Background: an optimization exercise with open tools, aiming at small area. Do not read the settings as production practice. The RTL was checked by simulation tests, not by an equivalence proof against the original design. Power is estimated from default activity; no workload was simulated.

`run.sh`:
```
#!/bin/bash
# synth_recipe.tcl (not shown) runs the flow's synth.tcl, then flattens the netlist and writes it again
# the make line also repeats each setting of config.mk as NAME=value (left out here)
make -C /OpenROAD-flow-scripts/flow DESIGN_CONFIG=/design/flow/config.mk WORK_HOME=/design/flow/orfs CLKGATE_MAP_FILE= SYNTH_SCRIPT=/design/flow/synth_recipe.tcl finish
```
`design.v`:
```
`timescale 1ns/1ps
module vme_slave_front
(
	input  logic                  clk,
	input  logic                  rst,
	input  logic                  mezzanine_sel,
	input  logic                  cmd_valid,
	input  logic                  cmd_write,
	input  logic                  cmd_mezzanine,
	input  logic [16-1:0] cmd_addr,
	input  logic [32-1:0] cmd_wdata,
	output logic                  cmd_ready,
	output logic                  rsp_valid,
	output logic [32-1:0] rsp_rdata,
	input  logic                  rsp_ready,
	output logic                  bus_write,
	output logic [16-1:0] bus_addr,
	output logic [32-1:0] bus_wdata,
	output logic                  cfg_req,
	input  logic                  cfg_ack,
	input  logic [32-1:0] cfg_rdata,
	output logic                  st_req,
	input  logic                  st_ack,
	input  logic [32-1:0] st_rdata,
	output logic                  spy_req,
	input  logic                  spy_ack,
	input  logic [32-1:0] spy_rdata
);
	localparam logic [1:0] FRONT_IDLE = 2'd0;
	localparam logic [1:0] FRONT_WAIT = 2'd1;
	localparam logic [1:0] FRONT_RESP = 2'd2;
	logic                  mezz_sel_q;
	logic                  cmd_take;
	logic                  cmd_match;
	logic [7:0]            page_code;
	logic                  hit_cfg;
	logic                  hit_st;
	logic                  hit_spy;
	logic                  no_page;
	logic                  write_q;
	logic [16-1:0] addr_q;
	logic [32-1:0] wdata_q;
	logic [1:0]            state;
	always_ff @(posedge clk)
	begin
		mezz_sel_q <= mezzanine_sel;
	end
	assign cmd_ready = (state == FRONT_IDLE);
	assign rsp_valid = (state == FRONT_RESP);
	assign cmd_take  = cmd_valid && cmd_ready;
	assign cmd_match = (cmd_mezzanine == mezz_sel_q);
	assign page_code = cmd_addr[16-1 -: 8];
	assign hit_cfg   = (page_code == 8'h80);
	assign hit_st    = (page_code == 8'h81);
	assign hit_spy   = (page_code == 8'h82) ||
		(cmd_addr[16-1 -: 5] == 5'b10001);
	always_ff @(posedge clk)
	begin
		if (rst)
		begin
			state   <= FRONT_IDLE;
			cfg_req <= 1'b0;
			st_req  <= 1'b0;
			spy_req <= 1'b0;
			no_page <= 1'b0;
		end
		else
		begin
			cfg_req <= 1'b0;
			st_req  <= 1'b0;
			spy_req <= 1'b0;
			no_page <= 1'b0;
			case (state)
				FRONT_IDLE:
				begin
					if (cmd_take && cmd_match)
					begin
						state   <= FRONT_WAIT;
						cfg_req <= hit_cfg;
						st_req  <= hit_st;
						spy_req <= hit_spy;
						no_page <= !(hit_cfg || hit_st || hit_spy);
					end
				end
				FRONT_WAIT:
				begin
					if (no_page || cfg_ack || st_ack || spy_ack)
						state <= FRONT_RESP;
				end
				FRONT_RESP:
				begin
					if (rsp_ready)
						state <= FRONT_IDLE;
				end
				default:
					state <= FRONT_IDLE;
			endcase
		end
	end
	always_ff @(posedge clk)
	begin
		if (cmd_take)
		begin
			write_q <= cmd_write;
			addr_q  <= cmd_addr;
			wdata_q <= cmd_wdata;
		end
		if (state == FRONT_WAIT)
		begin
			if (cfg_ack)
				rsp_rdata <= cfg_rdata;
			else if (st_ack)
				rsp_rdata <= st_rdata;
			else if (spy_ack)
				rsp_rdata <= spy_rdata;
			else
				rsp_rdata <= '0;
		end
	end
	assign bus_write = write_q;
	assign bus_addr  = addr_q;
	assign bus_wdata = wdata_q;
endmodule
`timescale 1ns/1ps
module vme_config_regs
(
	input  logic                  clk,
	input  logic                  rst,
	input  logic                  bus_req,
	input  logic                  bus_write,
	input  logic [16-1:0] bus_addr,
	input  logic [32-1:0] bus_wdata,
	output logic                  bus_ack,
	output logic [32-1:0] bus_rdata,
	output logic [32-1:0] local_add,
	output logic [32-1:0] control,
	output logic [32-1:0] dcm,
	output logic [32-1:0] chi2cut,
	output logic [32-1:0] phioffset_w0w1,
	output logic [32-1:0] phioffset_w2w3,
	output logic [32-1:0] sectors,
	output logic [32-1:0] cdf_error_mask,
	output logic [32-1:0] svt_error_mask,
	output logic                  dcm_write
);
	logic [7:0] off;
	assign off = bus_addr[7:0];
	always_ff @(posedge clk)
	begin
		if (rst)
		begin
			local_add      <= '0;
			control        <= '0;
			dcm            <= '0;
			chi2cut        <= '0;
			phioffset_w0w1 <= '0;
			phioffset_w2w3 <= '0;
			sectors        <= '0;
			cdf_error_mask <= '0;
			svt_error_mask <= '0;
			dcm_write      <= 1'b0;
			bus_ack        <= 1'b0;
		end
		else
		begin
			bus_ack   <= bus_req;
			dcm_write <= 1'b0;
			if (bus_req && bus_write)
			begin
				case (off)
					8'd0: local_add      <= bus_wdata;
					8'd1:   control        <= bus_wdata;
					8'd3:   chi2cut        <= bus_wdata;
					8'd4:  phioffset_w0w1 <= bus_wdata;
					8'd5:  phioffset_w2w3 <= bus_wdata;
					8'd6:   sectors        <= bus_wdata;
					8'd7:  cdf_error_mask <= bus_wdata;
					8'd8:  svt_error_mask <= bus_wdata;
					8'd2:
					begin
						dcm       <= bus_wdata;
						dcm_write <= 1'b1;
					end
					default: ;
				endcase
			end
		end
	end
	always_ff @(posedge clk)
	begin
		bus_rdata <= '0;
		if (bus_req && !bus_write)
		begin
			case (off)
				8'd0: bus_rdata <= local_add;
				8'd1:   bus_rdata <= control;
				8'd2:       bus_rdata <= dcm;
				8'd3:   bus_rdata <= chi2cut;
				8'd4:  bus_rdata <= phioffset_w0w1;
				8'd5:  bus_rdata <= phioffset_w2w3;
				8'd6:   bus_rdata <= sectors;
				8'd7:  bus_rdata <= cdf_error_mask;
				8'd8:  bus_rdata <= svt_error_mask;
				default:           bus_rdata <= '0;
			endcase
		end
	end
endmodule
`timescale 1ns/1ps
module vme_status_regs
(
	input  logic                       clk,
	input  logic                       rst,
	input  logic                       bus_req,
	input  logic                       bus_write,
	input  logic [16-1:0]      bus_addr,
	output logic                       bus_ack,
	output logic [32-1:0]      bus_rdata,
	input  logic [32-1:0]      gf_status,
	input  logic [32-1:0]      last_50h,
	input  logic [32-1:0]      error_reg,
	input  logic [3:0][32-1:0] wedge_status,
	output logic [3:0]                 clear_wedge_status,
	output logic                       clear_error
);
	logic [7:0] off;
	logic       is_wedge;
	logic [1:0] wsel;
	assign off      = bus_addr[7:0];
	assign is_wedge = (off >= 8'd3) && (off <= 8'd6);
	assign wsel     = 2'(off - 8'd3);
	always_ff @(posedge clk)
	begin
		if (rst)
		begin
			clear_wedge_status <= '0;
			clear_error        <= 1'b0;
			bus_ack            <= 1'b0;
		end
		else
		begin
			bus_ack            <= bus_req;
			clear_wedge_status <= '0;
			clear_error        <= 1'b0;
			if (bus_req && bus_write)
			begin
				if (is_wedge)
					clear_wedge_status <= 4'b0001 << wsel;
				clear_error <= (off == 8'd7);
			end
		end
	end
	always_ff @(posedge clk)
	begin
		bus_rdata <= '0;
		if (bus_req && !bus_write)
		begin
			if (is_wedge)
				bus_rdata <= wedge_status[wsel];
			else if (off == 8'd0)
				bus_rdata <= 32'h10011102;
			else if (off == 8'd1)
				bus_rdata <= gf_status;
			else if (off == 8'd2)
				bus_rdata <= last_50h;
			else if (off == 8'd7)
				bus_rdata <= error_reg;
		end
	end
endmodule
`timescale 1ns/1ps
module vme_spy_window
(
	input  logic                                clk,
	input  logic                                rst,
	input  logic                                bus_req,
	input  logic                                bus_write,
	input  logic [16-1:0]               bus_addr,
	output logic                                bus_ack,
	output logic [32-1:0]               bus_rdata,
	input  logic [4-1:0][32-1:0] spy_counter,
	input  logic [32-1:0]               spy_word,
	output logic                                spy_read,
	output logic [1:0]                          spy_sel,
	output logic [9-1:0]          spy_addr,
	output logic [4-1:0]              spy_reset
);
	logic [7:0] off;
	logic [1:0] cnt_sel;
	logic       in_window;
	logic       cnt_hit;
	logic       win_pend;
	assign off       = bus_addr[7:0];
	assign in_window = (bus_addr[16-1 -: 5] == 5'b10001);
	assign cnt_hit   = !in_window && (off < 4);
	assign cnt_sel   = off[1:0];
	assign spy_sel  = bus_addr[9 +: 2];
	assign spy_addr = bus_addr[9-1:0];
	assign spy_read = bus_req && in_window && !bus_write;
	always_ff @(posedge clk)
	begin
		if (rst)
		begin
			win_pend  <= 1'b0;
			spy_reset <= '0;
			bus_ack   <= 1'b0;
		end
		else
		begin
			win_pend  <= spy_read;
			bus_ack   <= (bus_req && !spy_read) || win_pend;
			spy_reset <= '0;
			if (bus_req && bus_write && cnt_hit)
				spy_reset <= 4'(1) << cnt_sel;
		end
	end
	always_ff @(posedge clk)
	begin
		if (win_pend)
			bus_rdata <= spy_word;
		else if (bus_req && !bus_write && cnt_hit)
			bus_rdata <= spy_counter[cnt_sel];
		else
			bus_rdata <= '0;
	end
endmodule
`timescale 1ns/1ps
module gf_vme_interface
(
	input  logic                                   clk,
	input  logic                                   rst,
	input  logic                                   mezzanine_sel,
	input  logic                                   cmd_valid,
	output logic                                   cmd_ready,
	input  logic                                   cmd_write,
	input  logic [16-1:0]                  cmd_addr,
	input  logic [32-1:0]                  cmd_wdata,
	input  logic                                   cmd_mezzanine,
	output logic                                   rsp_valid,
	input  logic                                   rsp_ready,
	output logic [32-1:0]                  rsp_rdata,
	output logic [32-1:0]                  local_add,
	output logic [32-1:0]                  control,
	output logic [32-1:0]                  dcm,
	output logic                                   dcm_write,
	output logic [32-1:0]                  chi2cut,
	output logic [32-1:0]                  phioffset_w0w1,
	output logic [32-1:0]                  phioffset_w2w3,
	output logic [32-1:0]                  sectors,
	output logic [32-1:0]                  cdf_error_mask,
	output logic [32-1:0]                  svt_error_mask,
	input  logic [32-1:0]                  gf_status,
	input  logic [32-1:0]                  last_50h,
	input  logic [3:0][32-1:0]             wedge_status,
	output logic [3:0]                             clear_wedge_status,
	input  logic [32-1:0]                  error_reg,
	output logic                                   clear_error,
	input  logic [4-1:0][32-1:0] spy_counter,
	input  logic [32-1:0]                  spy_word,
	output logic                                   spy_read,
	output logic [1:0]                             spy_sel,
	output logic [9-1:0]             spy_addr,
	output logic [4-1:0]                 spy_reset
);
	logic                  bus_write;
	logic [16-1:0] bus_addr;
	logic [32-1:0] bus_wdata;
	logic                  cfg_req, cfg_ack;
	logic                  st_req, st_ack;
	logic                  spy_req, spy_ack;
	logic [32-1:0] cfg_rdata, st_rdata, spy_rdata;
	vme_slave_front vme_slave_front_inst
	(
		.clk           (clk),
		.rst           (rst),
		.mezzanine_sel (mezzanine_sel),
		.cmd_valid     (cmd_valid),
		.cmd_write     (cmd_write),
		.cmd_mezzanine (cmd_mezzanine),
		.cmd_addr      (cmd_addr),
		.cmd_wdata     (cmd_wdata),
		.cmd_ready     (cmd_ready),
		.rsp_valid     (rsp_valid),
		.rsp_rdata     (rsp_rdata),
		.rsp_ready     (rsp_ready),
		.bus_write     (bus_write),
		.bus_addr      (bus_addr),
		.bus_wdata     (bus_wdata),
		.cfg_req       (cfg_req),
		.cfg_ack       (cfg_ack),
		.cfg_rdata     (cfg_rdata),
		.st_req        (st_req),
		.st_ack        (st_ack),
		.st_rdata      (st_rdata),
		.spy_req       (spy_req),
		.spy_ack       (spy_ack),
		.spy_rdata     (spy_rdata)
	);
	vme_config_regs vme_config_regs_inst
	(
		.clk            (clk),
		.rst            (rst),
		.bus_req        (cfg_req),
		.bus_write      (bus_write),
		.bus_addr       (bus_addr),
		.bus_wdata      (bus_wdata),
		.bus_ack        (cfg_ack),
		.bus_rdata      (cfg_rdata),
		.local_add      (local_add),
		.control        (control),
		.dcm            (dcm),
		.chi2cut        (chi2cut),
		.phioffset_w0w1 (phioffset_w0w1),
		.phioffset_w2w3 (phioffset_w2w3),
		.sectors        (sectors),
		.cdf_error_mask (cdf_error_mask),
		.svt_error_mask (svt_error_mask),
		.dcm_write      (dcm_write)
	);
	vme_status_regs vme_status_regs_inst
	(
		.clk                (clk),
		.rst                (rst),
		.bus_req            (st_req),
		.bus_write          (bus_write),
		.bus_addr           (bus_addr),
		.bus_ack            (st_ack),
		.bus_rdata          (st_rdata),
		.gf_status          (gf_status),
		.last_50h           (last_50h),
		.error_reg          (error_reg),
		.wedge_status       (wedge_status),
		.clear_wedge_status (clear_wedge_status),
		.clear_error        (clear_error)
	);
	vme_spy_window vme_spy_window_inst
	(
		.clk         (clk),
		.rst         (rst),
		.bus_req     (spy_req),
		.bus_write   (bus_write),
		.bus_addr    (bus_addr),
		.bus_ack     (spy_ack),
		.bus_rdata   (spy_rdata),
		.spy_counter (spy_counter),
		.spy_word    (spy_word),
		.spy_read    (spy_read),
		.spy_sel     (spy_sel),
		.spy_addr    (spy_addr),
		.spy_reset   (spy_reset)
	);
endmodule
```
`constraint.sdc`:
```
create_clock -name core_clock -period 4.0 [get_ports {clk}]
set_input_delay 0.8000 -clock core_clock [delete_from_list [all_inputs] [get_ports {clk}]]
set_output_delay 0.8000 -clock core_clock [all_outputs]
set_load 0.01 [all_outputs]
```
`config.mk`:
```
export PLATFORM = sky130hd
export DESIGN_NAME = gf_vme_interface
export DESIGN_NICKNAME = gf_vme_interface
export VERILOG_FILES = /design/flow/design.v
export SDC_FILE = /design/flow/constraint.sdc
export NUM_CORES = 4
export LEC_CHECK = 0
export CAP_MARGIN = 20
export CORE_MARGIN = 2
export CORE_UTILIZATION = 30
export SLEW_MARGIN = 20
```
==> metrics.md <==
| Metric | Value |
|---|---|
| Area after DPL | 29800 um2 |
| FMAX | 299 MHz |
| Post-route cell area | 31900 um2 |
| Min-delay worst type | reg -> reg |
| Final worst slack | 0.659 ns |
| Worst reg2reg startpoint | vme_slave_front_inst.addr_q[0] |
| Number of flops mapped to enable cells by yosys | 81 |
| Worst-path fanout max | 5 |
| Clock Path Buffers | 3 |
| GR Layer Usage met2 | 0.553 |
| Yosys top cell by area | dfxtp_1 |
| Die extent in x | 270 um |
| Synth top area cells | dfxtp_1 38%, edfxtp_1 11%, nand2_1 11% |
| Num rows | 97 |
| Placer Congestion | 0.971 |
| Met1 usage | 0.418 |
| CP arrival | 2.54 ns |
| Tcrit/Tclk final | 0.835 |
| Final setup viols | 0 |
| Post-synthesis sequential area ratio | 0.496 |
| Clock Skew | 0.0296 ns |
| P&R area growth vs syn | 49.8% |
| Most frequent cells in the layout | 781 x clkdlybuf4s50_1, 634 x nand2_1, 403 x dfxtp_1 |
| Fin nets | 3442 |
| Number of synthesized register bits | 486 |
| Post-CTS sizing | 0 |
| Startpoint types | register |
| CTS tree | yes |
| Max VDD drop | 0.237 mV |
| PwrDens | 376 nW/um2 |
| Reg2reg end | vme_config_regs_inst.bus_rdata[25] |
| Initial Utilization | 0.303 |
| Crit path required time | 3.20 ns |
| Layout Utilization | 0.454 |
| Tot GR Track Use | 0.342 |
| Number of remaining DRC errors | 0 |
| Post-Syn Instances | 2337 |
| Core ar. | 70100 um2 |
| Final WL | 130000 um |
| Commonest non-fill, non-tap cell in the layout | clkdlybuf4s50_1 |
| Ys Warns | 4 |
| Hold Path Sink | vme_config_regs_inst.phioffset_w0w1[9] |
| GRT overflow | 0 |
| Worst setup EP type | output port |
| Root buffer cell | clkbuf_16 |
| Mean cell area of the mapped netlist | 9.10 um2 |
| Largest net degree at the start of global routing | 143 |
| Layout cells sized above 1 | 0.0896 |
| H-tree depth | 2 |
| Die Ht | 270 um |
| DIE AREA | 73000 um2 |
| Vias in the first global route | 21500 |
| Max-cap violations | 0 |
| Vias/cell | 5.57 |
| Total setup buffers inserted after CTS | 0 |
| # port buffers | 782 |
| DR pass1 iterations | 8 |
| Num CTS Buffers | 56 |
| Synth cell types | 61 |
| Worst R2R Setup Slack | 0.88 ns |
| Top-area cell type share of the netlist area | 0.381 |
| WL per Instance | 32.3 um |
| Relative slew slack | 0.202 |
| Total negative setup slack | 0 ns |
| Pre-CTS setup slack | 0.985 ns |
| Initial antenna violation count | 57 |
| Io pins | 783 |
| Detailed router's first-iteration violation count | 3002 |
| Cts-stage hold buffer count | 0 |
| First-pass GRT wire length | 177000 um |
| Count of final hold-check violations | 0 |
| Critical path class | reg -> out |
| Clk slew on worst S/H paths | 0.06 ns |
| Slew at the pin with the worst max-slew slack | 1.19 ns |
| Leading register cell type out of synthesis | dfxtp_1 |
| Pleak | 10.3 nW |
| Global route hottest layer | met2 |
| Worst hold path startpoint | vme_config_regs_inst.phioffset_w0w1[9] |
| Hold path cells | 2 |
| Antenna Nets Post-Route | 0 |
| Syn Nets | 2780 |
| Via count | 22300 |
| Latest clock arrival within the worst-skew pair | 0.64 ns |
| Post-detail-place hpwl | 98800 um |
| Fin. max-slew vios | 0 |
| Total clock sinks | 486 |
| Cell Area, Synth | 21300 um2 |
| Met3 Track Usage GR | 0.122 |
| Unrepaired setup endpoints after global routing | false |
| Async SR Flop Fraction | 0 |
| Tmin final | 3.34 ns |
| Outcome | complete, no violations |
| R2R cell count | 7 |
-- cell type report --
cell class | count | area (um2)
fillers | 6660 | 38300
flip-flops and latches | 486 | 10500
multi-input cells | 1599 | 9690
repair buffers | 849 | 8400
clock buffers | 78 | 1590
well taps | 940 | 1180
clock inverters | 28 | 399
diodes | 20 | 50.0
inverters | 7 | 26.3
-- per-layer routing --
metal,up-vias,wire length [um],part of all wire
li1,9682,-,-
met1,10800,48700,0.38
met2,1462,59200,0.46
met3,300,15600,0.12
met4,42,5820,0.045
met5,-,298,0.0023
-- state kept, by name (all words and copies together), names as in the netlist, 2 cells and up --
register	cells
vme_config_regs_inst.phioffset_w2w3	32
vme_config_regs_inst.local_add	32
vme_config_regs_inst.svt_error_mask	32
vme_spy_window_inst.bus_rdata	32
vme_config_regs_inst.chi2cut	32
vme_config_regs_inst.cdf_error_mask	32
vme_status_regs_inst.bus_rdata	32
vme_config_regs_inst.sectors	32
vme_config_regs_inst.dcm	32
vme_slave_front_inst.addr_q	16
vme_spy_window_inst.spy_reset	4
vme_status_regs_inst.clear_wedge_status	4
vme_slave_front_inst.state	2
vme_config_regs_inst.bus_rdata	32
vme_slave_front_inst.rsp_rdata	32
vme_config_regs_inst.phioffset_w0w1	32
vme_config_regs_inst.control	32
vme_slave_front_inst.wdata_q	32
-- worst max path at each step --
stage	end	start	depth (start not counted)
floorplan	vme_slave_front_inst.cfg_req	cmd_valid	4
global placement	vme_status_regs_inst.bus_rdata[5]	vme_slave_front_inst.addr_q[0]	6
detailed placement	vme_config_regs_inst.bus_rdata[0]	vme_slave_front_inst.addr_q[0]	8
CTS	spy_read	vme_slave_front_inst.write_q	4
global route	spy_read	vme_slave_front_inst.write_q	4
finish	spy_read	vme_slave_front_inst.write_q	4
-- worst max-delay path, cell delays in order, from the launching register on --
cell	delay [ns]
edfxtp_1	0.54
nand2b_1	0.25
or4_1	0.48
inv_1	0.09
clkdlybuf4s50_1	0.55
-- synthesized netlist by cell type (7+ instances only) --
master	count
a22o_1	47
buf_2	68
o2bb2ai_1	11
a31oi_1	24
nor2b_1	12
buf_4	12
a22oi_1	66
clkbuf_1	133
and3_1	7
mux2i_1	29
a222oi_1	21
nand2b_1	7
edfxtp_1	81
nand3_1	53
a21oi_1	333
nand2_2	9
o22a_1	16
buf_6	17
nor3_1	11
dfxtp_1	405
a221oi_1	12
nor4_1	11
nand2_1	634
buf_1	15
mux2_2	10
o21ai_0	98
a221o_1	13
mux4_2	64
nor2_1	34
nand4_1	7
-- metrics by stage --
stage          hold slack, ns  instances  power [W]
2_1_floorplan           0.458       2337    0.00568
3_3_place_gp            0.455       3879    0.00650
3_5_place_dp            0.461       3880    0.00650
4_1_cts                 0.472       3986     0.0120
5_1_grt                 0.489       3999     0.0123
6_report                0.470       4007     0.0120
-- report_power, final --
part / internal (W) / switching [W]
combinational: 0.000661 / 0.000604
sequential: 0.00504 / 0.000104
clock: 0.00335 / 0.00222
-- kinds of logic (layout without fill, tap and decap cells) --
kind of cell / after synthesis / count (layout) / share of synthesized area
adders and majority gates: 4 / 4 / 0.00235
DFF: 486 / 486 / 0.496
xor gates and xnor gates: 1 / 1 / 0.000412
and+or+nand+nor: 821 / 821 / 0.165
buffers and inverters: 252 / 962 / 0.0566
muxes: 103 / 103 / 0.0867
AOI/OAI and AO/OA: 670 / 670 / 0.194
other: 0 / 20 / 0

-- what the ideal ports hide --
How much do the figures lean on ideal ports? The routed layout below was timed once more, with nothing changed but the port constraints. Step 1 sets driving cells, clkbuf_16 on the clock port and buf_2 on the other inputs (assumed; they add their load-dependent delay and slew). Step 2 times the ports against the registers' clock, not the clock port: input delays grow and output delays shrink by t, the midpoint of the rising clock arrivals with the driver on. a / b / c = ideal / step 1 / step 2; a / b = the first two.
t (ns): 0.692
slack for setup (ns): 0.659 / 0.591 / 0.884
hold WS [ns]: 0.470 / 0.470 / 0.470
worst slew at a driven data input, ns: 0.27
cell pins on the clock port's net: 1
After both steps this run still meets setup and hold. The setup slack of this run moves by -0.068 ns with the drivers and by +0.225 ns with both steps.
